This design comes from an exercise in tuning for small area on the open sky130 flow, not from production work. In this exercise RTL edits were held to simulation tests only and were not proved equivalent to the original. Power and IR drop assume default switching activity.

$ cat flow/config.mk
export PLATFORM = sky130hd
export DESIGN_NAME = risc_op_issue
export DESIGN_NICKNAME = risc_op_issue
export VERILOG_FILES = /design/flow/design.v
export SDC_FILE = /design/flow/constraint.sdc
export NUM_CORES = 4
export LEC_CHECK = 0
export CAP_MARGIN = 20
export CORE_MARGIN = 2
export CORE_UTILIZATION = 25
export PLACE_DENSITY = 0.3
export SLEW_MARGIN = 20
$ cat flow/constraint.sdc
create_clock -name core_clock -period 9.0 [get_ports {clk}]
set_input_delay 1.8000 -clock core_clock [delete_from_list [all_inputs] [get_ports {clk}]]
set_output_delay 1.8000 -clock core_clock [all_outputs]
set_load 0.01 [all_outputs]
$ cat flow/design.v
module risc_op_issue (
    input  logic        clk,
    input  logic        rst,
    input  logic        instr_valid,
    input  logic [31:0] instr,
    output logic        instr_ready,
    output logic [31:0] alu_x1,
    output logic [31:0] alu_x2,
    output logic [19:0] alu_instr,
    output logic        alu_cin,
    output logic        alu_opcode_4,
    input  logic [31:0] alu_y,
    input  logic        alu_cout,
    output logic        wb_valid,
    output logic [4:0]  wb_rd,
    output logic [31:0] wb_data,
    output logic        illegal,
    input  logic [4:0]  dbg_addr,
    output logic [31:0] dbg_data,
    output logic [31:0] retired
);
    typedef enum logic [1:0] {IDLE, EXEC, WB} state_t;
    localparam logic [6:0] OPC_OP     = 7'b0110011;
    localparam logic [6:0] OPC_OP_IMM = 7'b0010011;
    state_t      state_q, state_d;
    logic [31:0] instr_q, instr_d;
    logic [31:0] result_q, result_d;
    logic [4:0]  wb_rd_q, wb_rd_d;
    logic        wb_valid_q, wb_valid_d;
    logic [31:0] rf_q [32];
    logic        rf_we;
    logic        supported;
    logic        unused_cout;
    assign unused_cout = alu_cout;
    assign supported = (instr_q[6:0] == OPC_OP) || (instr_q[6:0] == OPC_OP_IMM);
    always_comb begin
        state_d      = state_q;
        instr_d      = instr_q;
        result_d     = result_q;
        wb_rd_d      = wb_rd_q;
        wb_valid_d   = 1'b0;
        rf_we        = 1'b0;
        instr_ready  = 1'b0;
        illegal      = 1'b0;
        alu_x1       = '0;
        alu_x2       = '0;
        alu_instr    = '0;
        alu_cin      = 1'b0;
        alu_opcode_4 = 1'b0;
        case (state_q)
            IDLE: begin
                instr_ready = 1'b1;
                if (instr_valid) begin
                    instr_d = instr;
                    state_d = EXEC;
                end
            end
            EXEC: begin
                alu_x1       = rf_q[instr_q[19:15]];
                alu_x2       = rf_q[instr_q[24:20]];
                alu_instr    = instr_q[31:12];
                alu_opcode_4 = instr_q[5];
                if (supported) begin
                    result_d   = alu_y;
                    wb_rd_d    = instr_q[11:7];
                    wb_valid_d = 1'b1;
                    state_d    = WB;
                end else begin
                    illegal = 1'b1;
                    state_d = IDLE;
                end
            end
            WB: begin
                if (wb_rd_q != 5'd0) begin
                    rf_we = 1'b1;
                end
                state_d = IDLE;
            end
            default: state_d = IDLE;
        endcase
    end
    always_ff @(posedge clk or posedge rst) begin
        if (rst) begin
            state_q    <= IDLE;
            instr_q    <= '0;
            result_q   <= '0;
            wb_rd_q    <= '0;
            wb_valid_q <= 1'b0;
            for (int i = 0; i < 32; i++) begin
                rf_q[i] <= '0;
            end
        end else begin
            state_q    <= state_d;
            instr_q    <= instr_d;
            result_q   <= result_d;
            wb_rd_q    <= wb_rd_d;
            wb_valid_q <= wb_valid_d;
            if (rf_we) begin
                rf_q[wb_rd_q] <= result_q;
            end
        end
    end
    assign wb_valid = wb_valid_q;
    assign wb_rd    = wb_rd_q;
    assign wb_data  = result_q;
    assign dbg_data = rf_q[dbg_addr];
    logic [31:0] retired_q, retired_d;
    always_comb begin
        retired_d = retired_q;
        if (state_q == WB) begin
            retired_d = retired_q + 32'd1;
        end
    end
    always_ff @(posedge clk or posedge rst) begin
        if (rst) begin
            retired_q <= '0;
        end else begin
            retired_q <= retired_d;
        end
    end
    assign retired = retired_q;
endmodule
$ cat flow/run.sh
#!/bin/bash
# synth_recipe.tcl (not shown) runs the flow's synth.tcl, then flattens the netlist and writes it again
# the make line also repeats each setting of config.mk as NAME=value (left out here)
make -C /OpenROAD-flow-scripts/flow DESIGN_CONFIG=/design/flow/config.mk WORK_HOME=/design/flow/orfs CLKGATE_MAP_FILE= SYNTH_SCRIPT=/design/flow/synth_recipe.tcl finish
==> reports/qor.yml, run 1 <==
status:
  run_status: "finished clean"
synthesis:
  post_synth_edffs: 0
  sequential_fraction_of_the_synthesis_area_pct: 45.6
  synth_nets: 5920
  ys_async_sr_fraction_pct: 100
  number_of_different_library_cells_in_the_post_synthesis_netlist: 80
  number_of_instances_in_the_synthesized_netlist: 5846
  synth_top_flop_cell: "sky130_fd_sc_hd__dfrtp_1"
  syn_avg_cell_area_sq_um: 10.6
  mappedNetlistArea_sq_um: 61800
  synth-seq-cells: 1128
  synthesis.yosys.warnings: 2
critical_path:
  worst-endpoint-arrival_ns: 6.32
  timing.critical_path.required_ns: 7.20
  worstSetupStartpointType: "input pin"
  endpoint_kind: "primary output"
  worstPathMaxFanout: 13
  timing_worst_setup_path_type: "input pin to primary output"
timing:
  setup_viol: 0
  final.min_clock_period_ns: 8.12
  clock-skew-final_ns: 0.0306
  timing.setup.tns_ns: 0
  tightest_slew_ns: 1.32
  timing_max_transition_violations_final: 0
  final.period_utilization_pct: 90.2
  rsz_0062_raised_after_global_routing: "false"
  maxSlewHeadroom_pct: 11.7
  hold_violations: 0
  max_freq_mhz: 123
die:
  floorplan.die.height_microns: 501
  core_area_sq_um: 246000
  initial_core_util_pct: 25.1
  fp.dieW_microns: 501
  placementRows: 182
  pin_count: 263
  fp.dieArea_sq_um: 251000
placed_design:
  gp_congestion: 0.980
  port_buffers: 260
  dp.final_hpwl_microns: 320000
final_layout:
  layout.cells.most_common: "sky130_fd_sc_hd__a22oi_1"
  design.final.nets: 6110
  synthToLayoutAreaGrowth_pct: 22.7
  final_layout_size_suffix_gt1_share_pct: 29.9
  final_core_util_pct: 30.9
  layout_common_cells: "1223 x sky130_fd_sc_hd__a22oi_1, 1106 x sky130_fd_sc_hd__dfrtp_1, 1030 x sky130_fd_sc_hd__mux2_2"
global_routing:
  grt_start_max_net_pins: 139
  grt_antenna_before_repair: 61
  first_global_vias: 59900
  wire_length_of_the_first_global_routing_pass_microns: 646000
  grt_util_all_layers_pct: 39.0
  grt_overflow_total: 0
cts:
  post_cts.resized_instances: 0
  clk_root_buffer_cell: "sky130_fd_sc_hd__clkbuf_16"
  hold_buffers: 0
  worst_setup_hold_path_clk_slew_ns: 0.06
  cts_tree: "done"
  clock_insertion_delay_worst_skew_ns: 0.85
  cts_post_setup_buffers_inserted: 0
  numCtsBuffers: 152
  clk_path_buf_depth: 3
  cts_htree_levels: 4
  numClockSinks: 1128
run:
  cap_violations: 0
pwr:
  maximum_vdd_drop_mv: 0.189
  power.density_cell_area_nw_per_um2: 191
  total_leakage_power_nw: 33.8
routing:
  drt-wirelength-per-cell_microns: 53.5
  number_of_drc_violations_after_detailed_routing_iteration_0: 11400
  drt_pre_antenna_iters: 9
  drt-vias-per-instance: 6.71
  via_count: 63200
  postRouteAntennaNets: 0
  drt_wl_total_microns: 503000
  remaining_drc_errors: 0
worst_hold_path:
  timing.hold.worst.class: "register to register"
[kinds of logic (layout without fill, tap and decap cells)]
| family | after synthesis | in the layout | synth area share [%] |
|---|---|---|---|
| fa+ha+maj | 1 | 1 | 0.0202 |
| mux | 1077 | 1077 | 19.5 |
| simple gates | 1334 | 1334 | 10.3 |
| other cells | 1 | 30 | 0.00606 |
| buf+inv | 612 | 928 | 4.40 |
| compound gates | 1662 | 1662 | 19.7 |
| xor+xnor | 31 | 31 | 0.439 |
| flops | 1128 | 1128 | 45.6 |
[critical path: stages]
cell	delay (ns)
sky130_fd_sc_hd__clkdlybuf4s50_1	0.95
sky130_fd_sc_hd__nand3b_1	0.63
sky130_fd_sc_hd__nor2_4	0.95
sky130_fd_sc_hd__buf_4	0.36
sky130_fd_sc_hd__a22oi_1	0.09
sky130_fd_sc_hd__nand2_1	0.15
sky130_fd_sc_hd__nor3_1	0.09
sky130_fd_sc_hd__a31oi_1	0.57
sky130_fd_sc_hd__clkdlybuf4s50_1	0.68
[cell type report]
type | instances | area (sq um)
flip-flops and latches | 1128 | 28300
clock buffers | 228 | 4620
diodes | 29 | 72.6
multi-input cells | 4106 | 31800
repair buffers | 632 | 6400
well taps | 3220 | 4030
inverters | 16 | 66.3
fillers | 25300 | 170000
clock inverters | 52 | 623
[Yosys cell counts (8+ instances only)]
master / instances / area, sq um
sky130_fd_sc_hd__nand2b_1: 15 / 93.8
sky130_fd_sc_hd__xnor2_1: 26 / 228
sky130_fd_sc_hd__dfrtp_1: 1128 / 28200
sky130_fd_sc_hd__a31oi_1: 19 / 119
sky130_fd_sc_hd__buf_2: 232 / 1160
sky130_fd_sc_hd__a2111oi_0: 11 / 96.3
sky130_fd_sc_hd__a22oi_1: 1223 / 9180
sky130_fd_sc_hd__nor2_1: 190 / 713
sky130_fd_sc_hd__o22ai_1: 8 / 50.1
sky130_fd_sc_hd__buf_1: 45 / 169
sky130_fd_sc_hd__nor2b_1: 20 / 125
sky130_fd_sc_hd__clkbuf_1: 288 / 1080
sky130_fd_sc_hd__nand2_1: 549 / 2060
sky130_fd_sc_hd__nand3_1: 117 / 586
sky130_fd_sc_hd__a22o_1: 40 / 350
sky130_fd_sc_hd__or3_1: 10 / 62.6
sky130_fd_sc_hd__inv_1: 16 / 60.1
sky130_fd_sc_hd__and4_1: 11 / 96.3
sky130_fd_sc_hd__nor2_2: 13 / 81.3
sky130_fd_sc_hd__a21oi_1: 131 / 656
sky130_fd_sc_hd__nor4_1: 73 / 457
sky130_fd_sc_hd__a222oi_1: 35 / 350
sky130_fd_sc_hd__buf_4: 27 / 203
sky130_fd_sc_hd__and3_1: 11 / 68.8
sky130_fd_sc_hd__nand4_1: 134 / 838
sky130_fd_sc_hd__or2_2: 10 / 62.6
sky130_fd_sc_hd__a32oi_1: 17 / 149
sky130_fd_sc_hd__o21ai_0: 96 / 480
sky130_fd_sc_hd__nand3b_1: 11 / 82.6
sky130_fd_sc_hd__nor3_1: 103 / 515
sky130_fd_sc_hd__mux2_2: 1030 / 11600
sky130_fd_sc_hd__a221oi_1: 18 / 158
sky130_fd_sc_hd__and2_1: 33 / 206
sky130_fd_sc_hd__mux2i_1: 43 / 430
[power breakdown]
group	internal (W)	switching, W	leakage [nW]	total, W
clock	0.00388	0.00264	2.59	0.00652
sequential	0.00519	0.000456	15.5	0.00564
combinational	0.000552	0.00179	15.7	0.00234
[through the flow]
stage | hold WS (ns) | cells | setup WS [ns] | cell area, sq um | total power, W
final | 0.420 | 9411 | 0.883 | 75900 | 0.0145
after global placement | 0.404 | 9084 | 0.906 | 70100 | 0.00791
after floorplan | 0.435 | 5846 | -8.37 | 61800 | 0.00638
after CTS | 0.420 | 9375 | 0.890 | 75600 | 0.0145
after global routing | 0.428 | 9383 | 0.968 | 75800 | 0.0148
after detailed placement | 0.406 | 9095 | 0.894 | 70400 | 0.00792
[registers in the layout (all words and copies together), names as in the netlist]
| signal | count |
|---|---|
| state_q | 2 |
| instr_q | 32 |
| result_q | 32 |
| wb_valid_q | 1 |
| retired_q | 32 |
| wb_rd_q | 5 |
| rf_q | 1024 |
[metal layers]
| metal | part of all wire [%] | track usage (%) | vias up |
|---|---|---|---|
| met5 | 0.042 | 0 | - |
| met4 | 7.4 | 23.9 | 24 |
| met3 | 11 | 11.5 | 1630 |
| met2 | 42 | 56.6 | 5391 |
| met1 | 40 | 50.6 | 33300 |
| li1 | - | - | 22900 |
[worst paths after layout]
kind                                       to  cells after the start        start  slack, ns
worst min-delay path              rf_q[0][26]                      0  rf_q[0][26]       0.42
max in group asynchronous        result_q[26]                      5          rst       5.62
worst max-delay path             dbg_data[30]                      9  dbg_addr[2]       0.88
worst min register to register    rf_q[0][26]                      0  rf_q[0][26]       0.42
worst max register to register    rf_q[27][9]                      6   wb_rd_q[3]       4.79
min in group asynchronous       retired_q[31]                      2          rst       1.39
==> run 2: changes to the inputs <==
==> flow/design.v (replaced) <==
module risc_op_issue (
    input  logic        clk,
    input  logic        rst,
    input  logic        instr_valid,
    input  logic [31:0] instr,
    output logic        instr_ready,
    output logic [31:0] alu_x1,
    output logic [31:0] alu_x2,
    output logic [19:0] alu_instr,
    output logic        alu_cin,
    output logic        alu_opcode_4,
    input  logic [31:0] alu_y,
    input  logic        alu_cout,
    output logic        wb_valid,
    output logic [4:0]  wb_rd,
    output logic [31:0] wb_data,
    output logic        illegal,
    input  logic [4:0]  dbg_addr,
    output logic [31:0] dbg_data,
    output logic [31:0] retired
);
    localparam logic [6:0] OPC_OP     = 7'b0110011;
    localparam logic [6:0] OPC_OP_IMM = 7'b0010011;
    logic        exec_q, wb_q, illegal_q;
    logic        idle, take, wb_go;
    logic [19:0] hi_q;         
    logic        op5_q;        
    logic [4:0]  rd_q;         
    logic [31:0] op1_q;        
    logic [31:0] result_q;
    logic [4:0]  wb_rd_q;
    logic [31:1] rf_v_q;
    logic [31:0] rf_q [1:31];
    logic [31:1] rf_we;
    logic [4:0]  addr_a;
    logic [31:1] sel_a, sel_d;
    logic [31:0] port_a, port_d;
    logic        unused_cout;
    assign unused_cout = alu_cout;
    assign idle  = ~(exec_q | wb_q);
    assign take  = idle & instr_valid;
    assign wb_go = exec_q & ~illegal_q;
    always_ff @(posedge clk or posedge rst) begin
        if (rst) begin
            exec_q    <= 1'b0;
            wb_q      <= 1'b0;
            illegal_q <= 1'b0;
        end else begin
            exec_q    <= take;
            wb_q      <= wb_go;
            illegal_q <= take & (instr[6:0] != OPC_OP) & (instr[6:0] != OPC_OP_IMM);
        end
    end
    always_ff @(posedge clk) begin
        hi_q  <= instr[31:12];
        op5_q <= instr[5];
        rd_q  <= instr[11:7];
        op1_q <= port_a;
    end
    always_ff @(posedge clk or posedge rst) begin
        if (rst) begin
            result_q <= '0;
            wb_rd_q  <= '0;
        end else if (wb_go) begin
            result_q <= alu_y;
            wb_rd_q  <= rd_q;
        end
    end
    always_comb begin
        for (int i = 1; i < 32; i++) begin
            rf_we[i] = wb_q & (wb_rd_q == 5'(i));
        end
    end
    always_ff @(posedge clk or posedge rst) begin
        if (rst) begin
            rf_v_q <= '0;
        end else begin
            rf_v_q <= rf_v_q | rf_we;
        end
    end
    always_ff @(posedge clk) begin
        for (int i = 1; i < 32; i++) begin
            if (rf_we[i]) rf_q[i] <= result_q;
        end
    end
    assign addr_a = exec_q ? hi_q[12:8] : instr[19:15];
    always_comb begin
        port_a = '0;
        port_d = '0;
        for (int i = 1; i < 32; i++) begin
            sel_a[i] = rf_v_q[i] & (addr_a == 5'(i));
            sel_d[i] = rf_v_q[i] & (dbg_addr == 5'(i));
            port_a   = port_a | ({32{sel_a[i]}} & rf_q[i]);
            port_d   = port_d | ({32{sel_d[i]}} & rf_q[i]);
        end
    end
    assign instr_ready  = idle;
    assign alu_x1       = {32{exec_q}} & op1_q;
    assign alu_x2       = {32{exec_q}} & port_a;
    assign alu_instr    = {20{exec_q}} & hi_q;
    assign alu_cin      = 1'b0;
    assign alu_opcode_4 = exec_q & op5_q;
    assign illegal      = illegal_q;
    assign wb_valid     = wb_q;
    assign wb_rd        = wb_rd_q;
    assign wb_data      = result_q;
    assign dbg_data     = port_d;
    logic [31:0] retired_q;
    always_ff @(posedge clk or posedge rst) begin
        if (rst) begin
            retired_q <= '0;
        end else begin
            retired_q <= retired_q + {31'd0, wb_q};
        end
    end
    assign retired = retired_q;
endmodule
--- a/flow/config.mk
+++ b/flow/config.mk
@@ -8,5 +8,5 @@
 export CAP_MARGIN = 20
 export CORE_MARGIN = 2
-export CORE_UTILIZATION = 25
-export PLACE_DENSITY = 0.3
+export CORE_UTILIZATION = 50
+export PLACE_DENSITY = 0.6
 export SLEW_MARGIN = 20
==> run 2 against run 1 <==
Effect of this change:
- still clean on timing, DRC and antenna
- via count is 34% lower
- setup slack worse by 0.14 ns
- final cell count is 47% lower
- first-iteration DRC count is 4.0% lower
- routed wire length is 52% lower
==> reports/qor.yml, run 2 <==
critical_path:
  cp_num_buf_inv: 3  # unchanged
  worstRegToRegCells: 7  # +1
  path_depth: 9  # unchanged
  timing.critical_path.required_ns: 7.20  # about the same
  timing_worst_setup_path_type: "input pin to primary output"
  crit_path_cell_trace: "clkdlybuf4s50_1 > or3b_2 > a221oi_4 > buf_12 > a2111oi_0 > nand3_1 > or4_1 > and2_1 > clkdlybuf4s50_1"
  cpLargestDelayFamily: "simple AND/OR/NAND/NOR gates"
  worst_path_most_repeated_cell: "sky130_fd_sc_hd__clkdlybuf4s50_1"
  worst-endpoint-arrival_ns: 6.46  # +0.14 ns
  critPathMaxStageDelay_ns: 0.91  # -0.04 ns
  endpoint_kind: "primary output"
  worstPathMaxFanout: 23  # +10
  cell_with_the_biggest_individual_delay_on_the_critical_path: "sky130_fd_sc_hd__or3b_2"
  worstSetupStartpointType: "input pin"
synthesis:
  syn_avg_cell_area_sq_um: 14.5  # +37%
  mappedNetlistArea_sq_um: 49000  # -21%
  yosys.area.top_type_share_pct: 60.8  # +15 points
  sequential_fraction_of_the_synthesis_area_pct: 68.4  # +23 points
  number_of_different_library_cells_in_the_post_synthesis_netlist: 66  # -18%
  synth_top_area_cell: "sky130_fd_sc_hd__edfxtp_1"
  synth_nets: 3461  # -42%
  post_synth_most_frequent_cells: "992 x sky130_fd_sc_hd__edfxtp_1, 617 x sky130_fd_sc_hd__a22oi_1, 223 x sky130_fd_sc_hd__a221oi_1, 169 x sky130_fd_sc_hd__nand2_1, 150 x sky130_fd_sc_hd__nand3_1"
  synth.most_common_cell: "sky130_fd_sc_hd__edfxtp_1"
  synth_area_leaders: "sky130_fd_sc_hd__edfxtp_1 61%, sky130_fd_sc_hd__a22oi_1 9.4%, sky130_fd_sc_hd__dfrtp_1 5.3%"
  number_of_instances_in_the_synthesized_netlist: 3386  # -42%
  ys_async_sr_fraction_pct: 8.93  # -91 points
  synthesis.yosys.warnings: 2  # unchanged
  post_synth_edffs: 992  # +992
  synth_top_flop_cell: "sky130_fd_sc_hd__edfxtp_1"
  synth-seq-cells: 1153  # +2.2%
routing:
  drt_pre_antenna_iters: 14  # +5
  drt-wirelength-per-cell_microns: 48.3  # -9.6%
  postRouteAntennaNets: 0  # unchanged
  number_of_drc_violations_after_detailed_routing_iteration_0: 10900  # -4.0%
  remaining_drc_errors: 0  # unchanged
  drt_wl_total_microns: 242000  # -52%
  via_count: 41500  # -34%
  drt-vias-per-instance: 8.28  # +23%
die:
  initial_core_util_pct: 50.5  # +25 points
  pin_count: 263  # unchanged
  core_area_sq_um: 97000  # -61%
  fp.dieArea_sq_um: 101000  # -60%
  fp.dieW_microns: 317  # -37%
  placementRows: 114  # -37%
  floorplan.die.height_microns: 317  # -37%
timing:
  whs_ns: 0.461  # +0.0412 ns
  final.period_utilization_pct: 91.8  # +1.6 points
  tightest_slew_ns: 1.35  # +0.0261 ns
  timing.setup.tns_ns: 0  # unchanged
  rsz_0062_raised_after_global_routing: "false"
  timing_max_transition_violations_final: 0  # unchanged
  clock-skew-final_ns: 0.0352  # +0.00460 ns
  setup_viol: 0  # unchanged
  max_freq_mhz: 121  # -1.7%
  final.min_clock_period_ns: 8.26  # +0.141 ns
  maxSlewHeadroom_pct: 10.1  # -1.5 points
  hold_violations: 0  # unchanged
final_layout:
  largest_register_ff_count: 992  # -3.1%
  design.final.nets: 3693  # -40%
  layout.cells.most_common: "sky130_fd_sc_hd__edfxtp_1"
  largest_register: "rf_q"
  final_layout_size_suffix_gt1_share_pct: 13.1  # -17 points
  layout_common_cells: "992 x sky130_fd_sc_hd__edfxtp_1, 615 x sky130_fd_sc_hd__a22oi_1, 260 x sky130_fd_sc_hd__clkdlybuf4s50_1"
  synthToLayoutAreaGrowth_pct: 18.1
cts:
  hold_buffers: 0  # unchanged
  post_cts.resized_instances: 0  # unchanged
  clk_path_buf_depth: 3  # unchanged
  worst_setup_hold_path_clk_slew_ns: 0.06  # about the same
  numClockSinks: 1153  # +2.2%
  clk_root_buffer_cell: "sky130_fd_sc_hd__clkbuf_16"
  numCtsBuffers: 119  # -22%
  clock_insertion_delay_worst_skew_ns: 0.75  # -0.10 ns
  cts_post_setup_buffers_inserted: 0  # unchanged
  cts_tree: "done"
  cts_htree_levels: 3  # -1
global_routing:
  grt_util_all_layers_pct: 47.3  # +8.3 points
  grt_overflow_total: 0  # unchanged
  grt_start_max_net_pins: 66  # -53%
  wire_length_of_the_first_global_routing_pass_microns: 322000  # -50%
  first_global_vias: 38800  # -35%
  grt_antenna_before_repair: 11  # -82%
pwr:
  total_leakage_power_nw: 19.3  # -43%
  power.density_cell_area_nw_per_um2: 243  # +27%
  maximum_vdd_drop_mv: 0.162  # -14%
run:
  cap_violations: 0  # unchanged
worst_hold_path:
  holdPathStages: 1  # +1
  timing.hold.worst.class: "register to register"
placed_design:
  dp.final_hpwl_microns: 126000  # -60%
  gp_congestion: 1.01  # +3.3%
  port_buffers: 260  # unchanged
status:
  run_status: "finished clean"
==> run 2: changes by cell type after synthesis, moves of 69 or more <==
cell,change
sky130_fd_sc_hd__mux2_2,-993
sky130_fd_sc_hd__edfxtp_1,+992
sky130_fd_sc_hd__a22o_1,+81
sky130_fd_sc_hd__buf_2,-162
sky130_fd_sc_hd__a221oi_1,+205
sky130_fd_sc_hd__a22oi_1,-606
sky130_fd_sc_hd__dfrtp_1,-1025
sky130_fd_sc_hd__clkbuf_1,-142
sky130_fd_sc_hd__a21oi_1,-116
sky130_fd_sc_hd__o21ai_0,-69
sky130_fd_sc_hd__nand2_1,-380
sky130_fd_sc_hd__nor3_1,-92
sky130_fd_sc_hd__nor2_1,-138
==> run 2: logic make-up after synthesis <==
logic type,after synthesis,synth area share (%)
multiplexers,37,0.850
XOR/XNOR,30,0.536
flip-flops,1153,68.4
AND/OR/NAND/NOR,708,8.04
adder cells (fa/ha/maj),2,0.0510
AO/OA/AOI/OAI,1119,18.8
buffers and inverters,336,3.30
other,1,0.00765
==> run 2: worst paths after layout <==
path	start	endpoint	slack, ns
setup / recovery	instr[18]	alu_x2[9]	0.74
hold / removal	rd_q[2]	wb_rd_q[2]	0.46
setup reg to reg	exec_q	op1_q[2]	4.63
hold reg to reg	rd_q[2]	wb_rd_q[2]	0.46
max in group asynchronous	rst	exec_q	6.15
min in group asynchronous	rst	result_q[8]	1.57
==> run 2: layout make-up <==
| type | count | area, sq um |
|---|---|---|
| diodes | 8 | 20.0 |
| multi-input cells | 1897 | 14400 |
| fillers | 7487 | 39100 |
| well taps | 1276 | 1600 |
| clock inverters | 68 | 891 |
| inverters | 48 | 185 |
| flip-flops and latches | 1153 | 33500 |
| repair buffers | 399 | 3900 |
| clock buffers | 160 | 3370 |
==> run 2: per-stage QoR <==
stage	utilization [%]	setup slack (ns)	std cells	power (W)	cell area (sq um)
4_1_cts	59.6	0.923	4999	0.0139	57800
6_report	59.7	0.742	5009	0.0141	57900
3_5_place_dp	55.3	0.886	4771	0.00867	53600
5_1_grt	59.7	0.791	5001	0.0143	57900
2_1_floorplan	-	3.30	3386	0.00758	49000
3_3_place_gp	55.2	0.990	4769	0.00862	53600
==> run 2: metal layers <==
layer  track usage (%)  vias to the layer above  share of wire, %
met2              65.1                     5140                40
met4              32.7                       25               9.5
met3              22.6                     1631                19
li1                  -                    14700                 -
met5             0.994                        -              0.19
met1              58.6                    20000                32
==> run 2: worst register-to-register path, stage by stage, from the launching register on <==
cell and delay, ns:
sky130_fd_sc_hd__dfrtp_4 0.81, sky130_fd_sc_hd__buf_4 0.67, sky130_fd_sc_hd__or4b_4 0.60, sky130_fd_sc_hd__a221oi_4 0.13
sky130_fd_sc_hd__buf_12 0.22, sky130_fd_sc_hd__a2111oi_1 1.04, sky130_fd_sc_hd__nand3_1 0.18, sky130_fd_sc_hd__or4_4 0.59
==> run 2: power breakdown <==
| part | internal (W) | leakage (nW) | switching (W) |
|---|---|---|---|
| Combinational | 0.000552 | 6.54 | 0.000936 |
| Clock | 0.00317 | 2.05 | 0.00219 |
| Sequential | 0.00648 | 10.7 | 0.000721 |
| Total | 0.0102 | 19.3 | 0.00385 |
==> run 3: changes to the inputs <==
--- a/flow/design.v
+++ b/flow/design.v
@@ -70,4 +70,6 @@
         for (int i = 1; i < 32; i++) begin
             rf_we[i] = wb_q & (wb_rd_q == 5'(i));
+            sel_a[i] = rf_v_q[i] & (addr_a == 5'(i));
+            sel_d[i] = rf_v_q[i] & (dbg_addr == 5'(i));
         end
     end
@@ -85,13 +87,32 @@
     end
     assign addr_a = exec_q ? hi_q[12:8] : instr[19:15];
+    logic [32:0]       sel_a_x, sel_d_x;
+    logic [32:0][31:0] word;
+    logic [10:0][31:0] grp_a_n, grp_d_n;
     always_comb begin
-        port_a = '0;
-        port_d = '0;
+        sel_a_x = '0;
+        sel_d_x = '0;
+        word    = '0;
         for (int i = 1; i < 32; i++) begin
-            sel_a[i] = rf_v_q[i] & (addr_a == 5'(i));
-            sel_d[i] = rf_v_q[i] & (dbg_addr == 5'(i));
-            port_a   = port_a | ({32{sel_a[i]}} & rf_q[i]);
-            port_d   = port_d | ({32{sel_d[i]}} & rf_q[i]);
+            sel_a_x[i] = sel_a[i];
+            sel_d_x[i] = sel_d[i];
+            word[i]    = rf_q[i];
         end
+        for (int k = 0; k < 11; k++) begin
+            grp_a_n[k] = ~(({32{sel_a_x[3*k]}}   & word[3*k])   |
+                           ({32{sel_a_x[3*k+1]}} & word[3*k+1]) |
+                           ({32{sel_a_x[3*k+2]}} & word[3*k+2]));
+            grp_d_n[k] = ~(({32{sel_d_x[3*k]}}   & word[3*k])   |
+                           ({32{sel_d_x[3*k+1]}} & word[3*k+1]) |
+                           ({32{sel_d_x[3*k+2]}} & word[3*k+2]));
+        end
+        port_a = '1;
+        port_d = '1;
+        for (int k = 0; k < 11; k++) begin
+            port_a = port_a & grp_a_n[k];
+            port_d = port_d & grp_d_n[k];
+        end
+        port_a = ~port_a;
+        port_d = ~port_d;
     end
     assign instr_ready  = idle;
==> flow/flow/run.sh (new file) <==
#!/bin/bash
# Own layout flow: the standard ORFS flow (standard.sh) with these changes:
#  - synthesis maps the logic with an area-oriented ABC script (flow/area.script) instead of
#    ORFS's speed script; the rest of synth_recipe.tcl runs unchanged;
#  - port buffers are buf_1 cells;
#  - CTS uses small clock buffers and inserts no dummy loads.
# Each tool's output stays in ORFS's own logs under orfs/logs; make's output goes to make.log.
set -euo pipefail
W=$(pwd)
{
  echo "set ::own_abc_script $W/flow/area.script"
  cat "$W/flow/abc_override.tcl"
  cat "$W/synth_recipe.tcl"
} > "$W/own_synth.tcl"

bash "$W/standard.sh" \
  "SYNTH_SCRIPT=$W/own_synth.tcl" \
  "BUFFER_PORTS_ARGS=-buffer_cell sky130_fd_sc_hd__buf_1" \
  "CTS_ARGS=-sink_clustering_enable -repair_clock_nets -dont_use_dummy_load -buf_list {sky130_fd_sc_hd__clkbuf_4 sky130_fd_sc_hd__clkbuf_8}" \
  finish > "$W/make.log" 2>&1
==> flow/flow/abc_override.tcl (new file) <==
# Replace the ABC script that ORFS's synthesis passes to abc (its speed script) with
# ./area.script, an area-oriented mapping. Everything else in synthesis is unchanged, so the
# registers (mapped by dfflibmap before abc) are the standard synthesis's.
proc abc {args} {
  set i [lsearch -exact $args -script]
  if {$i >= 0} {
    set args [lreplace $args [expr {$i + 1}] [expr {$i + 1}] $::own_abc_script]
  }
  yosys abc {*}$args
}
==> flow/flow/area.script (new file) <==
&get -n
&st
&nf -a -R 1000
&put
==> flow/standard.sh (new file) <==
#!/bin/bash
# synth_recipe.tcl (not shown) runs the flow's synth.tcl, then flattens the netlist and writes it again
# the make line also repeats each setting of config.mk as NAME=value (left out here)
make -C /OpenROAD-flow-scripts/flow DESIGN_CONFIG=/design/flow/config.mk WORK_HOME=/design/flow/orfs CLKGATE_MAP_FILE= SYNTH_SCRIPT=/design/flow/synth_recipe.tcl "${@:-finish}"
--- a/flow/config.mk
+++ b/flow/config.mk
@@ -8,5 +8,5 @@
 export CAP_MARGIN = 20
 export CORE_MARGIN = 2
-export CORE_UTILIZATION = 50
-export PLACE_DENSITY = 0.6
+export CORE_UTILIZATION = 55
+export PLACE_DENSITY = 0.65
 export SLEW_MARGIN = 20
removed: flow/run.sh
==> run 3 against run 2 <==
Effect of this change:
- die area decreased by 17%
- sequential share of layout area increased by 8.4 points
- area after synthesis decreased by 8.6%
- register-to-register slack got worse by 0.07 ns
- first-iteration DRC count decreased by 32%
- design area decreased by 13%
- critical path type unchanged
==> reports/qor.yml, run 3 <==
status:
  run_status: "finished clean"
cts:
  clk_root_buffer_cell: "sky130_fd_sc_hd__clkbuf_8"
  cts_htree_levels: 4  # +1
  numCtsBuffers: 183  # +54%
  worst_setup_hold_path_clk_slew_ns: 0.06  # about the same
  cts_tree: "done"
  clk_path_buf_depth: 3  # unchanged
  clock_insertion_delay_worst_skew_ns: 0.84  # +0.09 ns
  numClockSinks: 1153  # unchanged
  post_cts.resized_instances: 0  # unchanged
  hold_buffers: 0  # unchanged
  cts_post_setup_buffers_inserted: 0  # unchanged
timing:
  maxSlewHeadroom_pct: 21.4  # +11 points
  tightest_slew_ns: 1.18  # -0.169 ns
  final.period_utilization_pct: 82.6  # -9.2 points
  setup_viol: 0  # unchanged
  rsz_0062_raised_after_global_routing: "false"
  clock-skew-final_ns: 0.0745  # +0.0393 ns
  hold_violations: 0  # unchanged
  final_critical_path_setup_slack_ns: 1.57  # +0.827 ns
  max_freq_mhz: 135  # +11%
  timing_max_transition_violations_final: 0  # unchanged
  timing.setup.tns_ns: 0  # unchanged
  whs_ns: 0.440  # -0.0218 ns
  final.min_clock_period_ns: 7.43  # -0.827 ns
critical_path:
  timing_worst_setup_path_type: "input pin to primary output"
  timing.critical_path.required_ns: 7.20  # about the same
  cell_with_the_biggest_individual_delay_on_the_critical_path: "sky130_fd_sc_hd__and4_2"
  worstRegToRegCells: 10  # +3
  critPathLaunch: "instr[19]"
  critPathMaxStageDelay_ns: 1.21  # +0.30 ns
  r2r_start: "exec_q"
  endpoint_kind: "primary output"
  crit_path_cell_trace: "buf_1 > a21oi_1 > and4_2 > a222oi_1 > nand4_1 > and4b_1 > nand4_1 > a221o_1 > and2_0 > buf_1"
  worstSetupStartpointType: "input pin"
  worst-endpoint-arrival_ns: 5.63  # -0.83 ns
  worstPathMaxFanout: 32  # +39%
synthesis:
  mappedNetlistArea_sq_um: 44800  # -8.6%
  synth_top_area_cell: "sky130_fd_sc_hd__edfxtp_1"
  sequential_fraction_of_the_synthesis_area_pct: 74.8  # +6.4 points
  syn_avg_cell_area_sq_um: 18.1  # +25%
  synthesis.yosys.warnings: 2  # unchanged
  number_of_instances_in_the_synthesized_netlist: 2476  # -27%
  post_synth_most_frequent_cells: "992 x sky130_fd_sc_hd__edfxtp_1, 576 x sky130_fd_sc_hd__a222oi_1, 125 x sky130_fd_sc_hd__nand4_1, 104 x sky130_fd_sc_hd__and4_1, 103 x sky130_fd_sc_hd__dfrtp_1"
  number_of_different_library_cells_in_the_post_synthesis_netlist: 31  # -53%
  synth-seq-cells: 1153  # unchanged
  synth_nets: 2551  # -26%
  post_synth_edffs: 992  # unchanged
  synth.most_common_cell: "sky130_fd_sc_hd__edfxtp_1"
  synth_area_leaders: "sky130_fd_sc_hd__edfxtp_1 66%, sky130_fd_sc_hd__a222oi_1 13%, sky130_fd_sc_hd__dfrtp_1 5.7%"
  synth_top_flop_cell: "sky130_fd_sc_hd__edfxtp_1"
  ys_async_sr_fraction_pct: 8.93  # unchanged
  yosys.area.top_type_share_pct: 66.4  # +5.7 points
pwr:
  maximum_vdd_drop_mv: 0.139  # -14%
  total_leakage_power_nw: 15.6  # -19%
  power.density_cell_area_nw_per_um2: 233  # -4.0%
placed_design:
  port_buffers: 260  # unchanged
  gp_congestion: 0.911  # -9.9%
  placement.setup.worst_slack_ns: 1.83  # +0.940 ns
  dp.final_hpwl_microns: 79200  # -37%
final_layout:
  synthToLayoutAreaGrowth_pct: 12.8
  final_layout_size_suffix_gt1_share_pct: 11.7  # -1.4 points
  design.final.nets: 3088  # -16%
  layout_common_cells: "992 x sky130_fd_sc_hd__edfxtp_1, 576 x sky130_fd_sc_hd__a222oi_1, 260 x sky130_fd_sc_hd__buf_1"
  largest_register_ff_count: 992  # unchanged
  layout.cells.most_common: "sky130_fd_sc_hd__edfxtp_1"
  largest_register: "rf_q"
  final.fill_count: 5829  # -22%
global_routing:
  grt_util_all_layers_pct: 34.3  # -13 points
  grt_start_max_net_pins: 87  # +32%
  wire_length_of_the_first_global_routing_pass_microns: 206000  # -36%
  first_global_vias: 31700  # -18%
  grt_overflow_total: 0  # unchanged
  grt_antenna_before_repair: 8  # -3
run:
  cap_violations: 0  # unchanged
die:
  fp.dieArea_sq_um: 83800  # -17%
  floorplan.die.height_microns: 290  # -8.7%
  fp.dieW_microns: 290  # -8.7%
  placementRows: 104  # -8.8%
  core_area_sq_um: 80700  # -17%
  pin_count: 263  # unchanged
  initial_core_util_pct: 55.6  # +5.0 points
routing:
  drt-vias-per-instance: 7.82  # -5.6%
  via_count: 31800  # -23%
  drt_wl_total_microns: 146000  # -40%
  drt-wirelength-per-cell_microns: 35.8  # -26%
  drt_pre_antenna_iters: 14  # unchanged
  remaining_drc_errors: 0  # unchanged
  postRouteAntennaNets: 0  # unchanged
  number_of_drc_violations_after_detailed_routing_iteration_0: 7418  # -32%
worst_hold_path:
  timing.hold.worst.class: "register to register"
  hp-start: "rd_q[4]"
  holdPathStages: 1  # unchanged
## run 3: cells by family (layout without fill, tap and decap cells)
kind of cell    after synthesis  count (layout)  synth area share [%]
flops                      1153            1153                  74.8
compound gates              715             715                  15.5
simple gates                532             532                  8.06
xor+xnor                     30              30                 0.586
buf+inv                       6             541                0.0586
other cells                   1               2               0.00836
mux                          37              37                 0.929
fa+ha+maj                     2               2                0.0558
## run 3: layout make-up
| class | count | area, sq um | share of cell area, % |
|---|---|---|---|
| Antenna cell | 1 | 2.50 | 0.00495 |
| Clock buffer | 183 | 2520 | 4.98 |
| Inverter | 5 | 21.3 | 0.0420 |
| Multi-Input combinational cell | 1317 | 11500 | 22.7 |
| Sequential cell | 1153 | 33500 | 66.3 |
| Tap cell | 1060 | 1330 | 2.62 |
| Timing Repair Buffer | 353 | 1690 | 3.34 |
## run 3: routing by layer
metal / wire length, microns / track usage (%)
met1: 51200 / 44.3
met2: 68200 / 54.9
met3: 20600 / 9.44
met4: 5880 / 15.3
met5: 44 / 0
## run 3: final timing paths
check / to / slack [ns]
max in group asynchronous: result_q[6] / 6.57
min: wb_rd_q[4] / 0.44
max: alu_x2[16] / 1.57
max reg2reg: op1_q[16] / 4.56
min in group asynchronous: rf_v_q[27] / 1.06
min reg2reg: wb_rd_q[4] / 0.44
## run 3: metrics by stage
step	instance area, sq um	total power [W]	utilization [%]	std cells
after detailed placement	48000	0.00828	59.5	3886
after CTS	50500	0.0118	62.6	4069
after global routing	50600	0.0122	62.7	4072
final	50600	0.0118	62.7	4072
after floorplan	44800	0.00750	-	2476
after global placement	48000	0.00819	59.5	3886
## run 3: power breakdown
part	switching [W]	internal (W)	total [W]
Clock	0.00180	0.00178	0.00358
Combinational	0.000955	0.000418	0.00137
Sequential	0.000356	0.00649	0.00685
## run 3: worst max-delay path, delay by kind of cell
family,cells,cell delay [ns]
buf+inv,2,0.25
compound gates,3,1.45
simple gates,5,2.10
==> run 4: changes to the inputs <==
--- a/flow/flow/run.sh
+++ b/flow/flow/run.sh
@@ -17,4 +17,4 @@
   "SYNTH_SCRIPT=$W/own_synth.tcl" \
   "BUFFER_PORTS_ARGS=-buffer_cell sky130_fd_sc_hd__buf_1" \
-  "CTS_ARGS=-sink_clustering_enable -repair_clock_nets -dont_use_dummy_load -buf_list {sky130_fd_sc_hd__clkbuf_4 sky130_fd_sc_hd__clkbuf_8}" \
+  "CTS_ARGS=-sink_clustering_enable -repair_clock_nets -dont_use_dummy_load -buf_list {sky130_fd_sc_hd__clkbuf_4} -sink_clustering_size 10 -sink_clustering_max_diameter 50" \
   finish > "$W/make.log" 2>&1
--- a/flow/config.mk
+++ b/flow/config.mk
@@ -8,5 +8,5 @@
 export CAP_MARGIN = 20
 export CORE_MARGIN = 2
-export CORE_UTILIZATION = 55
-export PLACE_DENSITY = 0.65
+export CORE_UTILIZATION = 38
+export PLACE_DENSITY = 0.5
 export SLEW_MARGIN = 20
==> run 4 against run 3 <==
Effect of this change:
- final cell count is 11% higher
- routed wire length is 11% higher
- area after synthesis stayed put
- clock power is 32% lower
- combinational power is 4% higher
- sequential share of layout area is 0.91 points higher
- first-iteration DRC count is 12% lower
- total power is 9.3% lower
- clock-buffer cell count is 33 lower
- design area is 1.3% lower
- critical endpoint is now alu_x2[28]
- largest power group unchanged
==> reports/qor.yml, run 4 <==
routing:
  postRouteAntennaNets: 0  # unchanged
  via_count: 31500  # -1.0%
  number_of_drc_violations_after_detailed_routing_iteration_0: 6547  # -12%
  drt_pre_antenna_iters: 14  # unchanged
  remaining_drc_errors: 0  # unchanged
  drt-wirelength-per-cell_microns: 35.6  # -0.58%
  drt_wl_total_microns: 162000  # +11%
  drt-vias-per-instance: 6.94  # -11%
cts:
  post_cts.resized_instances: 0  # unchanged
  cts_htree_levels: 4  # unchanged
  numClockSinks: 1153  # unchanged
  worst_setup_hold_path_clk_slew_ns: 0.10  # +0.04 ns
  hold_buffers: 0  # unchanged
  clk_root_buffer_cell: "sky130_fd_sc_hd__clkbuf_4"
  numCtsBuffers: 150  # -18%
  clk_path_buf_depth: 3  # unchanged
  clock_insertion_delay_worst_skew_ns: 1.14  # +0.30 ns
  cts_tree: "done"
  cts_post_setup_buffers_inserted: 0  # unchanged
critical_path:
  r2r_setup_slack_ns: 4.08  # -0.48 ns
  worst_path_most_repeated_cell: "sky130_fd_sc_hd__nand4_1"
  worst-endpoint-arrival_ns: 6.24  # +0.61 ns
  crit_path_cell_trace: "buf_4 > clkinv_1 > a21o_1 > nor2_1 > and4_2 > a222oi_1 > nand4_1 > and4b_1 > nand4_1 > a221o_1 > and2_0 > buf_1"
  cell_with_the_biggest_individual_delay_on_the_critical_path: "sky130_fd_sc_hd__and4_2"
  worstPathMaxFanout: 87  # +170%
  cpLargestDelayFamily: "simple AND/OR/NAND/NOR gates"
  cp_num_buf_inv: 3  # +1
  endpoint_kind: "primary output"
  critPathMaxStageDelay_ns: 1.09  # -0.12 ns
  timing.critical_path.required_ns: 7.20  # about the same
  worstSetupStartpointType: "register"
  timing_worst_setup_path_type: "register to primary output"
placed_design:
  gp_congestion: 0.855  # -6.1%
  port_buffers: 260  # unchanged
  dp.final_hpwl_microns: 90300  # +14%
global_routing:
  gr-max-usage-layer: "met2"
  first_global_vias: 31100  # -1.6%
  grt_overflow_total: 0  # unchanged
  grtUsageMet2_pct: 42.7  # -12 points
  wire_length_of_the_first_global_routing_pass_microns: 224000  # +8.7%
  grt_use_met1_pct: 33.9  # -10 points
  grt_antenna_before_repair: 11  # +3
  gr-usage-met3_pct: 5.26  # -4.2 points
  grt_util_all_layers_pct: 26.0  # -8.3 points
  grt_start_max_net_pins: 88  # +1.1%
synthesis:
  yosys.area.top_type_share_pct: 66.4  # unchanged
  synthesis.yosys.warnings: 2  # unchanged
  mappedNetlistArea_sq_um: 44800  # unchanged
  sequential_fraction_of_the_synthesis_area_pct: 74.8  # unchanged
  post_synth_edffs: 992  # unchanged
  ys_async_sr_fraction_pct: 8.93  # unchanged
  syn_avg_cell_area_sq_um: 18.1  # unchanged
  post_synth_most_frequent_cells: "992 x sky130_fd_sc_hd__edfxtp_1, 576 x sky130_fd_sc_hd__a222oi_1, 125 x sky130_fd_sc_hd__nand4_1, 104 x sky130_fd_sc_hd__and4_1, 103 x sky130_fd_sc_hd__dfrtp_1"
  synth_top_flop_cell: "sky130_fd_sc_hd__edfxtp_1"
  synth-seq-cells: 1153  # unchanged
  number_of_different_library_cells_in_the_post_synthesis_netlist: 31  # unchanged
  synth_nets: 2551  # unchanged
  synth_area_leaders: "sky130_fd_sc_hd__edfxtp_1 66%, sky130_fd_sc_hd__a222oi_1 13%, sky130_fd_sc_hd__dfrtp_1 5.7%"
  synth.most_common_cell: "sky130_fd_sc_hd__edfxtp_1"
  number_of_instances_in_the_synthesized_netlist: 2476  # unchanged
  synth_top_area_cell: "sky130_fd_sc_hd__edfxtp_1"
final_layout:
  sequential_cell_area_sq_um: 33500  # about the same
  largest_register_ff_count: 992  # unchanged
  layout_common_cells: "992 x sky130_fd_sc_hd__edfxtp_1, 576 x sky130_fd_sc_hd__a222oi_1, 260 x sky130_fd_sc_hd__buf_1"
  final_core_util_pct: 42.4  # -20 points
  design.final.nets: 3073  # -0.49%
  layout.cells.most_common: "sky130_fd_sc_hd__edfxtp_1"
  synthToLayoutAreaGrowth_pct: 11.3
  final.fill_count: 10600  # +82%
  largest_register: "rf_q"
  multi_input_area_sq_um: 11500  # -0.13%
  final_layout_size_suffix_gt1_share_pct: 11.0  # -0.64 points
timing:
  tightest_slew_ns: 1.18  # +0.00470 ns
  final.min_clock_period_ns: 8.04  # +0.607 ns
  final.period_utilization_pct: 89.3  # +6.7 points
  max_freq_mhz: 124  # -7.6%
  maxSlewHeadroom_pct: 21.1  # -0.31 points
  timing.setup.tns_ns: 0  # unchanged
  clock-skew-final_ns: 0.130  # +0.0557 ns
  hold_violations: 0  # unchanged
  setup_viol: 0  # unchanged
  timing_max_transition_violations_final: 0  # unchanged
  rsz_0062_raised_after_global_routing: "false"
die:
  floorplan.die.height_microns: 347  # +20%
  initial_core_util_pct: 38.1  # -17 points
  placementRows: 126  # +21%
  pin_count: 263  # unchanged
  core_area_sq_um: 118000  # +46%
  fp.dieW_microns: 347  # +20%
  fp.dieArea_sq_um: 121000  # +44%
pwr:
  total_leakage_power_nw: 15.1  # -3.4%
  power.total_w: 0.0107  # -9.3%
  maximum_vdd_drop_mv: 0.138  # -0.97%
  power.density_cell_area_nw_per_um2: 214  # -8.0%
worst_hold_path:
  timing.hold.worst.class: "register to register"
status:
  run_status: "finished clean"
run:
  cap_violations: 0  # unchanged
[run 4: cell counts after synthesis]
No cell type changed its count.
[run 4: cells by family after synthesis]
logic type | share of synthesized area (%)
other cells | 0.00836
simple gates | 8.06
flops | 74.8
buf+inv | 0.0586
mux | 0.929
fa+ha+maj | 0.0558
xor+xnor | 0.586
compound gates | 15.5
[run 4: final timing paths]
kind / start / endpoint / cells after the start
hold reg to reg: rd_q[4] / wb_rd_q[4] / 1
max in group asynchronous: rst / result_q[3] / 3
min in group asynchronous: rst / retired_q[24] / 2
hold / removal: rd_q[4] / wb_rd_q[4] / 1
setup / recovery: exec_q / alu_x2[28] / 12
setup reg to reg: exec_q / op1_q[7] / 10
[run 4: cell type report]
| cell class | count | share of cell area, % |
|---|---|---|
| tap | 1536 | 3.85 |
| multi-input combinational | 1317 | 23.0 |
| clock buffer | 150 | 2.26 |
| antenna | 6 | 0.0301 |
| sequential | 1153 | 67.2 |
| inverter | 5 | 0.0426 |
| timing repair buffer | 371 | 3.62 |
[run 4: per-layer routing]
layer | part of all wire [%] | vias up | wire length [microns]
li1 | - | 12900 | -
met1 | 38 | 16100 | 62100
met2 | 47 | 2116 | 76600
met3 | 10 | 428 | 16800
met4 | 3.8 | 6 | 6080
met5 | 0.025 | - | 40
[run 4: worst register-to-register path: stages (launching register included)]
cell and delay (ns):
sky130_fd_sc_hd__dfrtp_2 0.36, sky130_fd_sc_hd__buf_4 0.51, sky130_fd_sc_hd__clkinv_1 0.51, sky130_fd_sc_hd__a21o_1 0.29
sky130_fd_sc_hd__nor2_1 0.80, sky130_fd_sc_hd__and4_2 1.09, sky130_fd_sc_hd__a222oi_1 0.35, sky130_fd_sc_hd__nand4_1 0.28
sky130_fd_sc_hd__and4b_1 0.29, sky130_fd_sc_hd__nand4_1 0.10, sky130_fd_sc_hd__a221o_1 0.27
[run 4: power by group]
group	switching [W]	leakage (nW)	internal, W
clock	0.00168	0.690	0.000765
combinational	0.00100	3.66	0.000414
sequential	0.000369	10.7	0.00647
total	0.00305	15.1	0.00765
[run 4: through the flow]
step                      instances  setup slack [ns]  hold slack (ns)  area, sq um
after floorplan                2476              1.48            0.424        44800
after detailed placement       4382              1.74            0.433        48800
after global routing           4534             0.568            0.466        49900
after CTS                      4532             0.893            0.444        49900
final                          4538             0.962            0.438        49900
after global placement         4382              1.74            0.428        48800
==> run 5: changes to the inputs <==
--- a/flow/config.mk
+++ b/flow/config.mk
@@ -6,7 +6,7 @@
 export NUM_CORES = 4
 export LEC_CHECK = 0
-export CAP_MARGIN = 20
+export CAP_MARGIN = 10
 export CORE_MARGIN = 2
-export CORE_UTILIZATION = 38
-export PLACE_DENSITY = 0.5
-export SLEW_MARGIN = 20
+export CORE_UTILIZATION = 55
+export PLACE_DENSITY = 0.65
+export SLEW_MARGIN = 10
==> run 5 against run 4 <==
Effect of this change:
- utilization rose by 18 points
- still clean on timing, DRC and antenna
- clock skew fell by 0.033 ns
- combinational power fell by 6%
- maximum frequency rose by 7.7%
==> reports/qor.yml, run 5 <==
status:
  run_status: "finished clean"
final_layout:
  layout.cells.most_common: "sky130_fd_sc_hd__edfxtp_1"
  final_layout_size_suffix_gt1_share_pct: 10.0  # -1.0 points
  final.fill_count: 6011  # -43%
  design.final.nets: 3043  # -0.98%
  largest_register: "rf_q"
  largest_register_ff_count: 992  # unchanged
  layout_common_cells: "992 x sky130_fd_sc_hd__edfxtp_1, 576 x sky130_fd_sc_hd__a222oi_1, 260 x sky130_fd_sc_hd__buf_1"
  synthToLayoutAreaGrowth_pct: 9.49
  multi_input_area_sq_um: 11500  # +0.11%
  final-instance-count-excl-fill: 4032  # -11%
  sequential_cell_area_sq_um: 33500  # about the same
critical_path:
  timing.critical_path.required_ns: 7.20  # about the same
  worstPathMaxFanout: 86  # -1.1%
  critPathMaxStageDelay_ns: 1.16  # +0.07 ns
  endpoint_kind: "primary output"
  crit_path_cell_trace: "buf_4 > and2_0 > a21oi_1 > nor2_1 > and4_2 > a222oi_1 > nand4_1 > and4b_1 > nand4_1 > a221o_1 > and2_0 > buf_1"
  cell_with_the_biggest_individual_delay_on_the_critical_path: "sky130_fd_sc_hd__and4_2"
  worstSetupStartpointType: "register"
  timing_worst_setup_path_type: "register to primary output"
  cpLargestDelayFamily: "simple AND/OR/NAND/NOR gates"
  worst-endpoint-arrival_ns: 5.66  # -0.58 ns
  cp_num_buf_inv: 2  # -1
routing:
  number_of_drc_violations_after_detailed_routing_iteration_0: 7645  # +17%
  drt-wirelength-per-cell_microns: 36.2  # +1.5%
  drt-vias-per-instance: 7.84  # +13%
  remaining_drc_errors: 0  # unchanged
  postRouteAntennaNets: 0  # unchanged
  drt_pre_antenna_iters: 14  # unchanged
  drt_wl_total_microns: 146000  # -9.8%
  via_count: 31600  # +0.33%
timing:
  final.period_utilization_pct: 82.9  # -6.4 points
  rsz_0062_raised_after_global_routing: "false"
  final.min_clock_period_ns: 7.46  # -0.574 ns
  timing.setup.tns_ns: 0  # unchanged
  maxSlewHeadroom_pct: 16.1  # -5.0 points
  setup_viol: 0  # unchanged
  clock-skew-final_ns: 0.0975  # -0.0327 ns
  tightest_slew_ns: 1.26  # +0.0754 ns
  hold_violations: 0  # unchanged
  timing_max_transition_violations_final: 0  # unchanged
  max_freq_mhz: 134  # +7.7%
synthesis:
  synthesis.yosys.warnings: 2  # unchanged
  synth_top_area_cell: "sky130_fd_sc_hd__edfxtp_1"
  syn_avg_cell_area_sq_um: 18.1  # unchanged
  synth.most_common_cell: "sky130_fd_sc_hd__edfxtp_1"
  synth_nets: 2551  # unchanged
  synth_top_flop_cell: "sky130_fd_sc_hd__edfxtp_1"
  mappedNetlistArea_sq_um: 44800  # unchanged
  post_synth_most_frequent_cells: "992 x sky130_fd_sc_hd__edfxtp_1, 576 x sky130_fd_sc_hd__a222oi_1, 125 x sky130_fd_sc_hd__nand4_1, 104 x sky130_fd_sc_hd__and4_1, 103 x sky130_fd_sc_hd__dfrtp_1"
  number_of_instances_in_the_synthesized_netlist: 2476  # unchanged
  synth_area_leaders: "sky130_fd_sc_hd__edfxtp_1 66%, sky130_fd_sc_hd__a222oi_1 13%, sky130_fd_sc_hd__dfrtp_1 5.7%"
  ys_async_sr_fraction_pct: 8.93  # unchanged
  synth-seq-cells: 1153  # unchanged
  number_of_different_library_cells_in_the_post_synthesis_netlist: 31  # unchanged
  sequential_fraction_of_the_synthesis_area_pct: 74.8  # unchanged
  yosys.area.top_type_share_pct: 66.4  # unchanged
  post_synth_edffs: 992  # unchanged
global_routing:
  wire_length_of_the_first_global_routing_pass_microns: 206000  # -8.3%
  grt_overflow_total: 0  # unchanged
  first_global_vias: 31300  # +0.52%
  grt_antenna_before_repair: 12  # +1
  grt_util_all_layers_pct: 34.3  # +8.2 points
  grt_start_max_net_pins: 87  # -1.1%
die:
  core_area_sq_um: 80700  # -31%
  placementRows: 104  # -17%
  initial_core_util_pct: 55.6  # +17 points
  floorplan.die.height_microns: 290  # -17%
  pin_count: 263  # unchanged
  fp.dieW_microns: 290  # -17%
  fp.dieArea_sq_um: 83800  # -31%
worst_hold_path:
  timing.hold.worst.class: "register to register"
cts:
  cts_tree: "done"
  numClockSinks: 1153  # unchanged
  clock_insertion_delay_worst_skew_ns: 1.05  # -0.09 ns
  cts_post_setup_buffers_inserted: 0  # unchanged
  clk_root_buffer_cell: "sky130_fd_sc_hd__clkbuf_4"
  post_cts.resized_instances: 0  # unchanged
  hold_buffers: 0  # unchanged
  worst_setup_hold_path_clk_slew_ns: 0.10  # about the same
  clk_path_buf_depth: 3  # unchanged
  cts_htree_levels: 4  # unchanged
  numCtsBuffers: 140  # -6.7%
pwr:
  maximum_vdd_drop_mv: 0.173  # +25%
  total_leakage_power_nw: 14.9  # -0.95%
  power.density_cell_area_nw_per_um2: 215  # +0.17%
placed_design:
  dp.final_hpwl_microns: 79200  # -12%
  placed_cells_incl_taps: 3886  # -11%
  port_buffers: 260  # unchanged
  gp_congestion: 0.911  # +6.5%
run:
  cap_violations: 0  # unchanged
==> run 5: area by class of cell <==
class | count | share of cell area (%)
diodes | 6 | 0.0306
multi-input cells | 1317 | 23.4
well taps | 1060 | 2.70
inverters | 5 | 0.0433
clock buffers | 140 | 2.14
repair buffers | 351 | 3.38
flip-flops and latches | 1153 | 68.3
==> run 5: logic make-up after synthesis <==
| kind of cell | synth area share (%) |
|---|---|
| compound gates | 15.5 |
| xor+xnor | 0.586 |
| fa+ha+maj | 0.0558 |
| buf+inv | 0.0586 |
| flops | 74.8 |
| mux | 0.929 |
| other cells | 0.00836 |
| simple gates | 8.06 |
==> run 5: path summary, 6_finish.rpt <==
check                        start          end  slack, ns  cells after the start
min reg2reg                rd_q[4]   wb_rd_q[4]       0.46                      1
max reg2reg                 exec_q    op1_q[16]       4.59                     10
max                         exec_q   alu_x2[16]       1.54                     12
max in group asynchronous      rst  result_q[2]       6.83                      3
min in group asynchronous      rst   rf_v_q[27]       0.83                      2
min                        rd_q[4]   wb_rd_q[4]       0.46                      1
==> run 5: per-layer routing <==
layer | track usage [%] | vias up | share of wire, % | wire length (microns)
met2 | 54.6 | 2798 | 47 | 67900
met5 | 0 | - | 0.016 | 23
li1 | - | 12800 | - | -
met4 | 15.2 | 4 | 4.0 | 5860
met3 | 8.48 | 484 | 15 | 21200
met1 | 45.1 | 15500 | 35 | 50800
==> run 5: per-stage QoR <==
stage | setup slack (ns) | utilization (%) | power, W | hold WS, ns | instance area, sq um
after global routing | 1.30 | 60.8 | 0.0109 | 0.487 | 49100
after global placement | 1.97 | 59.5 | 0.00819 | 0.426 | 48000
after CTS | 1.65 | 60.8 | 0.0105 | 0.467 | 49100
after floorplan | 1.48 | - | 0.00750 | 0.424 | 44800
final | 1.54 | 60.8 | 0.0105 | 0.460 | 49100
after detailed placement | 1.83 | 59.5 | 0.00828 | 0.439 | 48000
==> run 5: power breakdown <==
part | switching, W | leakage [nW] | internal, W | total (W)
Combinational | 0.000933 | 3.55 | 0.000411 | 0.00134
Sequential | 0.000379 | 10.7 | 0.00648 | 0.00686
Clock | 0.00163 | 0.644 | 0.000718 | 0.00235
==> run 6: changes to the inputs <==
--- a/flow/design.v
+++ b/flow/design.v
@@ -30,9 +30,9 @@
     logic [31:0] result_q;
     logic [4:0]  wb_rd_q;
+    logic        pend_q;       
+    logic [4:0]  off_q, off_d;
     logic [31:1] rf_v_q;
-    logic [31:0] rf_q [1:31];
-    logic [31:1] rf_we;
+    logic [31:0] ring_q [31];
     logic [4:0]  addr_a;
-    logic [31:1] sel_a, sel_d;
     logic [31:0] port_a, port_d;
     logic        unused_cout;
@@ -67,53 +67,78 @@
         end
     end
+    function automatic logic [4:0] mod31_add(input logic [4:0] a, input logic [4:0] b);
+        logic [5:0] sum;
+        sum = {1'b0, a} + {1'b0, b};
+        if (sum >= 6'd31) sum = sum - 6'd31;
+        mod31_add = sum[4:0];
+    endfunction
+    assign off_d = (off_q == 5'd30) ? 5'd0 : off_q + 5'd1;
+    always_ff @(posedge clk or posedge rst) begin
+        if (rst) begin
+            off_q <= '0;
+        end else begin
+            off_q <= off_d;
+        end
+    end
+    logic        wr_cand, wr_hit;
+    logic [4:0]  wr_slot;        
+    logic [30:0] wr_en;
+    assign wr_cand = (wb_q & (wb_rd_q != 5'd0)) | pend_q;
+    assign wr_slot = mod31_add(wb_rd_q, off_d);
     always_comb begin
-        for (int i = 1; i < 32; i++) begin
-            rf_we[i] = wb_q & (wb_rd_q == 5'(i));
-            sel_a[i] = rf_v_q[i] & (addr_a == 5'(i));
-            sel_d[i] = rf_v_q[i] & (dbg_addr == 5'(i));
+        wr_hit = 1'b0;
+        for (int s = 0; s < 31; s += 3) begin
+            if (wr_slot == 5'(s)) wr_hit = 1'b1;
+        end
+        for (int s = 0; s < 31; s++) begin
+            wr_en[s] = (s % 3 == 0) && wr_cand && (wr_slot == 5'(s));
         end
     end
     always_ff @(posedge clk or posedge rst) begin
         if (rst) begin
+            pend_q <= 1'b0;
             rf_v_q <= '0;
         end else begin
-            rf_v_q <= rf_v_q | rf_we;
+            pend_q <= wr_cand & ~wr_hit;
+            for (int i = 1; i < 32; i++) begin
+                if (wb_q && wb_rd_q == 5'(i)) rf_v_q[i] <= 1'b1;
+            end
         end
     end
     always_ff @(posedge clk) begin
-        for (int i = 1; i < 32; i++) begin
-            if (rf_we[i]) rf_q[i] <= result_q;
+        for (int s = 0; s < 31; s++) begin
+            if (wr_en[s]) ring_q[s] <= result_q;
+            else          ring_q[s] <= ring_q[(s + 30) % 31];
         end
     end
-    assign addr_a = exec_q ? hi_q[12:8] : instr[19:15];
-    logic [32:0]       sel_a_x, sel_d_x;
-    logic [32:0][31:0] word;
-    logic [10:0][31:0] grp_a_n, grp_d_n;
+    logic [1:0][4:0]        rd_addr, rd_slot;
+    logic [1:0]             rd_byp, rd_hit;
+    logic [1:0][32:0]       rd_sel;
+    logic [32:0][31:0]      rd_word;
+    logic [1:0][31:0]       rd_acc;
+    assign addr_a     = exec_q ? hi_q[12:8] : instr[19:15];
+    assign rd_addr[0] = addr_a;
+    assign rd_addr[1] = dbg_addr;
     always_comb begin
-        sel_a_x = '0;
-        sel_d_x = '0;
-        word    = '0;
-        for (int i = 1; i < 32; i++) begin
-            sel_a_x[i] = sel_a[i];
-            sel_d_x[i] = sel_d[i];
-            word[i]    = rf_q[i];
+        rd_word = '0;
+        for (int s = 0; s < 31; s++) rd_word[s] = ring_q[s];
+        rd_word[31] = result_q;
+        for (int p = 0; p < 2; p++) begin
+            rd_byp[p]  = pend_q & (rd_addr[p] == wb_rd_q);
+            rd_hit[p]  = (rd_addr[p] != 5'd0) & rf_v_q[rd_addr[p]] & ~rd_byp[p];
+            rd_slot[p] = mod31_add(rd_addr[p], off_q);
+            rd_sel[p]  = '0;
+            for (int s = 0; s < 31; s++) rd_sel[p][s] = rd_hit[p] & (rd_slot[p] == 5'(s));
+            rd_sel[p][31] = rd_byp[p];
+            rd_acc[p] = '1;
+            for (int k = 0; k < 11; k++) begin
+                rd_acc[p] = rd_acc[p] & ~(({32{rd_sel[p][3*k]}}   & rd_word[3*k])   |
+                                          ({32{rd_sel[p][3*k+1]}} & rd_word[3*k+1]) |
+                                          ({32{rd_sel[p][3*k+2]}} & rd_word[3*k+2]));
+            end
         end
-        for (int k = 0; k < 11; k++) begin
-            grp_a_n[k] = ~(({32{sel_a_x[3*k]}}   & word[3*k])   |
-                           ({32{sel_a_x[3*k+1]}} & word[3*k+1]) |
-                           ({32{sel_a_x[3*k+2]}} & word[3*k+2]));
-            grp_d_n[k] = ~(({32{sel_d_x[3*k]}}   & word[3*k])   |
-                           ({32{sel_d_x[3*k+1]}} & word[3*k+1]) |
-                           ({32{sel_d_x[3*k+2]}} & word[3*k+2]));
-        end
-        port_a = '1;
-        port_d = '1;
-        for (int k = 0; k < 11; k++) begin
-            port_a = port_a & grp_a_n[k];
-            port_d = port_d & grp_d_n[k];
-        end
-        port_a = ~port_a;
-        port_d = ~port_d;
     end
+    assign port_a = ~rd_acc[0];
+    assign port_d = ~rd_acc[1];
     assign instr_ready  = idle;
     assign alu_x1       = {32{exec_q}} & op1_q;
==> run 6 against run 5 <==
Effect of this change:
- non-clock buffer count grew 49
- synthesized cell count grew 27%
- flip-flop and latch count grew 6
- via count grew 13%
- total power grew 31%
- register-to-register slack lost 1.3 ns
- area after synthesis shrank 8.2%
- largest power group unchanged
==> reports/qor.yml, run 6 <==
timing:
  final_critical_path_setup_slack_ns: 0.275  # -1.26 ns
  clock-skew-final_ns: 0.119  # +0.0211 ns
  final.period_utilization_pct: 96.9  # +14 points
  rsz_0062_raised_after_global_routing: "false"
  timing_max_transition_violations_final: 0  # unchanged
  setup_viol: 0  # unchanged
final_layout:
  layout.cells.most_common: "sky130_fd_sc_hd__dfxtp_1"
  largest_register: "ring_q"
synthesis:
  synth_nets: 3240  # +27%
  synth_area_leaders: "sky130_fd_sc_hd__dfxtp_1 51%, sky130_fd_sc_hd__a222oi_1 16%, sky130_fd_sc_hd__mux2_1 11%"
  synthesis.yosys.warnings: 2  # unchanged
  yosys.area.top_type_share_pct: 51.1  # -15 points
  post_synth_most_frequent_cells: "1050 x sky130_fd_sc_hd__dfxtp_1, 640 x sky130_fd_sc_hd__a222oi_1, 392 x sky130_fd_sc_hd__mux2_1, 131 x sky130_fd_sc_hd__nand4_1, 109 x sky130_fd_sc_hd__dfrtp_1"
  synth-seq-cells: 1159  # +0.52%
  syn_avg_cell_area_sq_um: 13.1  # -28%
global_routing:
  grt_start_max_net_pins: 74  # -15%
  grt_overflow_total: 0  # unchanged
  first_global_vias: 35300  # +13%
cts:
  worst_setup_hold_path_clk_slew_ns: 0.10  # about the same
  clock_insertion_delay_worst_skew_ns: 1.07  # +0.02 ns
  clk_path_buf_depth: 3  # unchanged
  clk_root_buffer_cell: "sky130_fd_sc_hd__clkbuf_4"
  cts_htree_levels: 4  # unchanged
  cts_post_setup_buffers_inserted: 0  # unchanged
critical_path:
  worstRegToRegCells: 17  # +7
  r2r_end: "op1_q[11]"
worst_hold_path:
  hp-start: "ring_q[12][8]"
  timing.hold.worst.class: "register to register"
  timing.hold.worst_endpoint: "ring_q[13][8]"
die:
  fp.dieW_microns: 278  # -4.1%
  core_area_sq_um: 74200  # -8.0%
  initial_core_util_pct: 55.5  # -0.11 points
placed_design:
  placed_cells_incl_taps: 4475  # +15%
  port_buffers: 260  # unchanged
  dp.final_hpwl_microns: 90400  # +14%
  placement.setup.worst_slack_ns: 0.322  # -1.50 ns
  gp_congestion: 0.903  # -0.89%
pwr:
  power.density_cell_area_nw_per_um2: 297  # +38%
  total_leakage_power_nw: 17.1  # +15%
  net_load_switching_power_w: 0.00496  # +69%
  maximum_vdd_drop_mv: 0.165  # -4.5%
  clock_network_fraction_of_total_power_pct: 17.0  # -5.2 points
  p_int_w: 0.00883  # +16%
  sequential_power_share_pct: 62.0  # -3.0 points
routing:
  drt-wirelength-per-cell_microns: 34.1  # -5.7%
  drt-vias-per-instance: 7.71  # -1.6%
  drt_pre_antenna_iters: 14  # unchanged
status:
  run_status: "finished clean"
run:
  cap_violations: 0  # unchanged
-- run 6: how the worst max path moves through the flow --
stage	startpoint	to	slack (ns)	depth (start not counted)
final	exec_q	alu_x2[11]	0.27	19
after floorplan	dbg_addr[0]	dbg_data[0]	0.03	12
after detailed placement	instr[15]	alu_x2[11]	0.32	19
after CTS	exec_q	alu_x2[0]	0.09	17
after global routing	exec_q	alu_x2[11]	0.02	24
after global placement	dbg_addr[1]	dbg_data[0]	0.44	18
-- run 6: kinds of logic after synthesis --
family,after synthesis,synth area share [%]
flops,1159,57.7
compound gates,826,19.1
simple gates,583,8.64
mux,404,11.2
xor+xnor,73,1.55
buf+inv,65,0.894
fa+ha+maj,28,0.906
other cells,1,0.00911
-- run 6: power by group through the flow --
stage	clock, W	sequential (W)	combinational, W
floorplan	0	0.00808	0.00179
global placement	0	0.00839	0.00278
detailed placement	0	0.00857	0.00283
CTS	0.00235	0.00846	0.00285
global route	0.00255	0.00873	0.00306
finish	0.00234	0.00855	0.00290
-- run 6: area by class of cell --
type                    instances  area [sq um]
fillers                      5878         27800
flip-flops and latches       1159         23800
multi-input cells            1915         18000
repair buffers                400          2290
well taps                     969          1210
clock buffers                 137          1030
inverters                      32           126
diodes                          7          17.5
-- run 6: worst max-delay path: stages, from the launching register on --
cell and delay [ns]:
sky130_fd_sc_hd__dfrtp_4 0.70, sky130_fd_sc_hd__and2_0 0.28, sky130_fd_sc_hd__a21oi_4 0.05, sky130_fd_sc_hd__clkinv_1 0.09, sky130_fd_sc_hd__ha_1 0.18, sky130_fd_sc_hd__clkinv_1 0.11
sky130_fd_sc_hd__fa_1 0.44, sky130_fd_sc_hd__o21ai_0 0.31, sky130_fd_sc_hd__xor2_2 0.20, sky130_fd_sc_hd__a41oi_4 0.50, sky130_fd_sc_hd__mux2_1 0.43, sky130_fd_sc_hd__nand2_1 0.53
sky130_fd_sc_hd__nor4_4 0.10, sky130_fd_sc_hd__buf_4 0.36, sky130_fd_sc_hd__a222oi_1 0.49, sky130_fd_sc_hd__and4b_1 0.34, sky130_fd_sc_hd__nand4_1 0.12, sky130_fd_sc_hd__a221o_1 0.32
sky130_fd_sc_hd__and2_0 0.16, sky130_fd_sc_hd__buf_1 0.12
-- run 6: metal layers --
metal	track usage (%)	wire [microns]	vias to the layer above
met2	60.4	69200	2913
met3	11.4	21800	632
met1	49.7	57200	17500
li1	-	-	14600
met5	0.500	62	-
met4	23.7	9180	4
-- run 6: metrics by stage --
stage | hold WS (ns) | power [W]
after floorplan | 0.350 | 0.00987
after global placement | 0.351 | 0.0112
after detailed placement | 0.356 | 0.0114
after CTS | 0.300 | 0.0137
after global routing | 0.314 | 0.0143
final | 0.309 | 0.0138

Setup slack of run 6, layout unchanged: 0.275 ns with ideal ports, 0.211 ns with driving cells assumed (clock clkbuf_16, inputs buf_2), 0.232 ns with port delays also shifted by the 1.075 ns mid clock arrival.
